Context: an optimization exercise on an open-source flow, tuned for small area, a short achievable clock period and few clock cycles per item. The choices shown serve that exercise and are no tape-out recipe. The RTL was checked by simulation tests, not by an equivalence proof against the original design.

==> job 2805: inputs <==
## bitmap_page_allocator_top
module bitmap_page_allocator_top (
  input  logic                               clk_i,
  input  logic                               rst_ni,
  input  logic                               cfg_valid_i,
  output logic                               cfg_ready_o,
  input  logic [bpa_pkg::CNT_W-1:0]          cfg_data_i,
  input  logic                               s_axis_tvalid,
  output logic                               s_axis_tready,
  input  logic [bpa_pkg::IN_TDATA_W-1:0]     s_axis_tdata,
  input  logic [bpa_pkg::OP_W-1:0]           s_axis_tuser,
  output logic                               m_axis_tvalid,
  input  logic                               m_axis_tready,
  output logic [bpa_pkg::OUT_TDATA_W-1:0]    m_axis_tdata,
  output logic [bpa_pkg::STS_W-1:0]          m_axis_tuser
);
make LEC_CHECK=0 CAP_MARGIN=20 CORE_MARGIN=2 CORE_UTILIZATION=30 CTS_BUF_LIST=sky130_fd_sc_hd__clkbuf_8 CTS_CLUSTER_SIZE=24 PLACE_DENSITY=0.45 SETUP_SLACK_MARGIN=5 SLEW_MARGIN=20 SYNTH_MEMORY_MAX_BITS=8192 finish   # period 12.0 ns
run.sh (not shown) runs the stock make flow with config.mk's settings and CLKGATE_MAP_FILE= SYNTH_SCRIPT=/design/flow/synth_recipe.tcl, a recipe that flattens the netlist after the stock synthesis.
==> inputs of job 2583, as changes to job 2805 <==
--- a/flow/design.v
+++ b/flow/design.v
@@ -142,11 +142,11 @@
     d = {1'b0, x[6]} + {1'b0, x[7]};
     pop8 = ({2'b00, a} + {2'b00, b}) + ({2'b00, c} + {2'b00, d});
   endfunction
   logic              s_rdy_q, cfg_rdy_q;
   logic              rq_v_q, rq_one_q;
-  logic              rq_alloc_q, rq_set_q;   
+  logic [1:0]        rq_op_q;
   logic [5:0]        rq_low_q, rq_lob_q;   
   logic [6:0]        rq_hiw_q;             
   logic [5:0]        rq_hib_q;
   logic              rq_nochg_q;
   logic              rq_last_q;            
@@ -173,12 +173,12 @@
   logic              o_v_q, s_v_q;
   logic [1:0]        o_sts_q, s_sts_q;
   logic [11:0]       o_gr_q, s_gr_q;
   logic [12:0]       o_u_q, s_u_q, o_f_q, s_f_q;
   wire stall = s_v_q;
-  wire        is_alloc  = rq_alloc_q;
-  wire        is_set    = rq_set_q;
+  wire        is_alloc  = (rq_op_q == 2'd0);
+  wire        is_set    = (rq_op_q == 2'd3);
   wire        e_go      = rq_v_q & ~stall;
   wire        range_err = rq_over_q | ({rq_hiw_q, rq_hib_q} > tot_q);
   wire        wb0       = wb_q[0];
   logic [6:0]  w_e, w_o;
   logic        e_gt_lo, e_eq_lo, e_lt_hi, e_eq_hi;
@@ -216,15 +216,12 @@
   assign rv1w   = rv1 ? rd1 : {WB{1'b1}};
   logic [WB-1:0] a_free, a_first, a_new;
   logic [5:0]    a_bit;
   logic          a_still;
   logic [127:0] a_cnt;
-  logic [127:0] a_cnt0, a_cnt1;
   assign a_free  = ~a_word;
-  assign a_cnt0  = pre_cnt2(~rd0);
-  assign a_cnt1  = pre_cnt2(~rd1);
-  assign a_cnt   = hfi_q[0] ? a_cnt1 : a_cnt0;
+  assign a_cnt   = pre_cnt2(a_free);
   assign a_first = a_free & ~(a_cnt[63:0] << 1);
   assign a_new   = a_word | a_first;
   assign a_bit   = enc64(a_first);
   assign a_still = a_cnt[127];
   logic [WB-1:0] r_new0, r_new1, fl0, fl1;
@@ -461,12 +458,11 @@
   always_ff @(posedge clk_i) begin
     rq_one_q <= rq_one_n;
     hfi_q    <= hfi_n;
     sec_q    <= sec_n;
     if (s_rdy_q) begin
-      rq_alloc_q <= (in_op == 2'd0);
-      rq_set_q   <= (in_op == 2'd3);
+      rq_op_q    <= in_op;
       rq_low_q   <= in_idx[11:6];
       rq_lob_q   <= in_idx[5:0];
       rq_hiw_q   <= in_hi[12:6];
       rq_hib_q   <= in_hi[5:0];
       rq_nochg_q <= in_op[1] & (in_cnt == 13'd0);
==> inputs of job 8969, as changes to job 2805 <==
--- a/flow/design.v
+++ b/flow/design.v
@@ -142,11 +142,11 @@
     d = {1'b0, x[6]} + {1'b0, x[7]};
     pop8 = ({2'b00, a} + {2'b00, b}) + ({2'b00, c} + {2'b00, d});
   endfunction
   logic              s_rdy_q, cfg_rdy_q;
   logic              rq_v_q, rq_one_q;
-  logic              rq_alloc_q, rq_set_q;   
+  logic [1:0]        rq_op_q;
   logic [5:0]        rq_low_q, rq_lob_q;   
   logic [6:0]        rq_hiw_q;             
   logic [5:0]        rq_hib_q;
   logic              rq_nochg_q;
   logic              rq_last_q;            
@@ -173,12 +173,12 @@
   logic              o_v_q, s_v_q;
   logic [1:0]        o_sts_q, s_sts_q;
   logic [11:0]       o_gr_q, s_gr_q;
   logic [12:0]       o_u_q, s_u_q, o_f_q, s_f_q;
   wire stall = s_v_q;
-  wire        is_alloc  = rq_alloc_q;
-  wire        is_set    = rq_set_q;
+  wire        is_alloc  = (rq_op_q == 2'd0);
+  wire        is_set    = (rq_op_q == 2'd3);
   wire        e_go      = rq_v_q & ~stall;
   wire        range_err = rq_over_q | ({rq_hiw_q, rq_hib_q} > tot_q);
   wire        wb0       = wb_q[0];
   logic [6:0]  w_e, w_o;
   logic        e_gt_lo, e_eq_lo, e_lt_hi, e_eq_hi;
@@ -216,15 +216,12 @@
   assign rv1w   = rv1 ? rd1 : {WB{1'b1}};
   logic [WB-1:0] a_free, a_first, a_new;
   logic [5:0]    a_bit;
   logic          a_still;
   logic [127:0] a_cnt;
-  logic [127:0] a_cnt0, a_cnt1;
   assign a_free  = ~a_word;
-  assign a_cnt0  = pre_cnt2(~rd0);
-  assign a_cnt1  = pre_cnt2(~rd1);
-  assign a_cnt   = hfi_q[0] ? a_cnt1 : a_cnt0;
+  assign a_cnt   = pre_cnt2(a_free);
   assign a_first = a_free & ~(a_cnt[63:0] << 1);
   assign a_new   = a_word | a_first;
   assign a_bit   = enc64(a_first);
   assign a_still = a_cnt[127];
   logic [WB-1:0] r_new0, r_new1, fl0, fl1;
@@ -461,12 +458,11 @@
   always_ff @(posedge clk_i) begin
     rq_one_q <= rq_one_n;
     hfi_q    <= hfi_n;
     sec_q    <= sec_n;
     if (s_rdy_q) begin
-      rq_alloc_q <= (in_op == 2'd0);
-      rq_set_q   <= (in_op == 2'd3);
+      rq_op_q    <= in_op;
       rq_low_q   <= in_idx[11:6];
       rq_lob_q   <= in_idx[5:0];
       rq_hiw_q   <= in_hi[12:6];
       rq_hib_q   <= in_hi[5:0];
       rq_nochg_q <= in_op[1] & (in_cnt == 13'd0);
CTS_BUF_LIST = default   (was sky130_fd_sc_hd__clkbuf_8)
CTS_CLUSTER_SIZE = default   (was 24)
PLACE_DENSITY = default   (was 0.45)
==> notes.md <==
quantity                                                                                            job 8969                       job 2805            job 2583
Status                                                                                        finished clean       finished with violations      finished clean
Violated checks                                                                                            -  capacitance limit, slew limit                   -
Post-cts sizing count                                                                                    568                            573                 601
Layout overhead on the synthesized area                                                                21.1%                          20.4%               22.6%
Worst reg-to-reg setup slack                                                                         4660 ps                        4730 ps             4850 ps
Mean Syn Cell Area                                                                                 13.3 um^2                      13.0 um^2           13.3 um^2
Clock input transition at the sequential cells of the worst setup and hold paths                       70 ps                          60 ps               60 ps
Number of distinct library cell variants in the gate-level netlist after synthesis                       140                            124                 140
Min-Delay Startpoint                                                                p1_gr_q[0]$_SDFFCE_PP0N_             p1_neg_q$_DFFE_PN_  p1_neg_q$_DFFE_PN_
Largest net degree at the start of global routing                                                        108                             68                 113
Non-clock inverters                                                                                      383                            392                 383
Part of the Yosys area used for sequential elements                                                    65.9%                          65.2%               65.9%
Cell count of the worst reg-to-reg path                                                                   25                             22                  28
Area of the die                                                                                  709000 um^2                    717000 um^2         709000 um^2
Number of multi-input combinational cells                                                               9562                          10200                9578
Initial drt markers                                                                                    36400                          33000               32800
Clock insertion delay at the later pin of the skew report                                            1120 ps                        1470 ps             1480 ps
Mux share of post-synthesis cell area                                                                  1.45%                          1.67%               1.45%
Testbench counts of job 2805, summed over its fixed seeds: cycles 9,771, items 9,608.
Testbench counts of job 2583, summed over its fixed seeds: cycles 9,771, items 9,608.
Testbench counts of job 8969, summed over its fixed seeds: cycles 9,771, items 9,608.

-- afterwards: timing with drivers on the ports --
In the flow no input, the clock included, has a driving cell. The finished layouts below were timed again as built, in two steps.
Step 1 (the two cells are an assumption about what drives the block):
set clk [get_ports {clk_i}]
set_driving_cell -lib_cell sky130_fd_sc_hd__clkbuf_16 $clk
set_driving_cell -lib_cell sky130_fd_sc_hd__buf_2 [delete_from_list [all_inputs] $clk]
Step 2 adds t to the input delays and takes it off the output delays; t is the mean of the earliest and latest rising clock arrival at the registers after step 1. Input paths then give back, and output paths get back, about the clock's delay inside the block.
Slacks: ideal / step 1 / step 2; pairs: ideal / step 1.
run | shift t [ns] | setup slack, ns | latest minus earliest clock arrival (ns) | slew at the worst register clock pin (ns)
job 2805 | 1.536 | 4.727 / 4.727 / 4.727 | 0.176 / 0.176 | 0.07 / 0.07
job 2583 | 1.498 | 4.854 / 4.854 / 4.854 | 0.242 / 0.242 | 0.07 / 0.07
job 8969 | 1.177 | 4.659 / 4.659 / 4.659 | 0.116 / 0.117 | 0.08 / 0.08
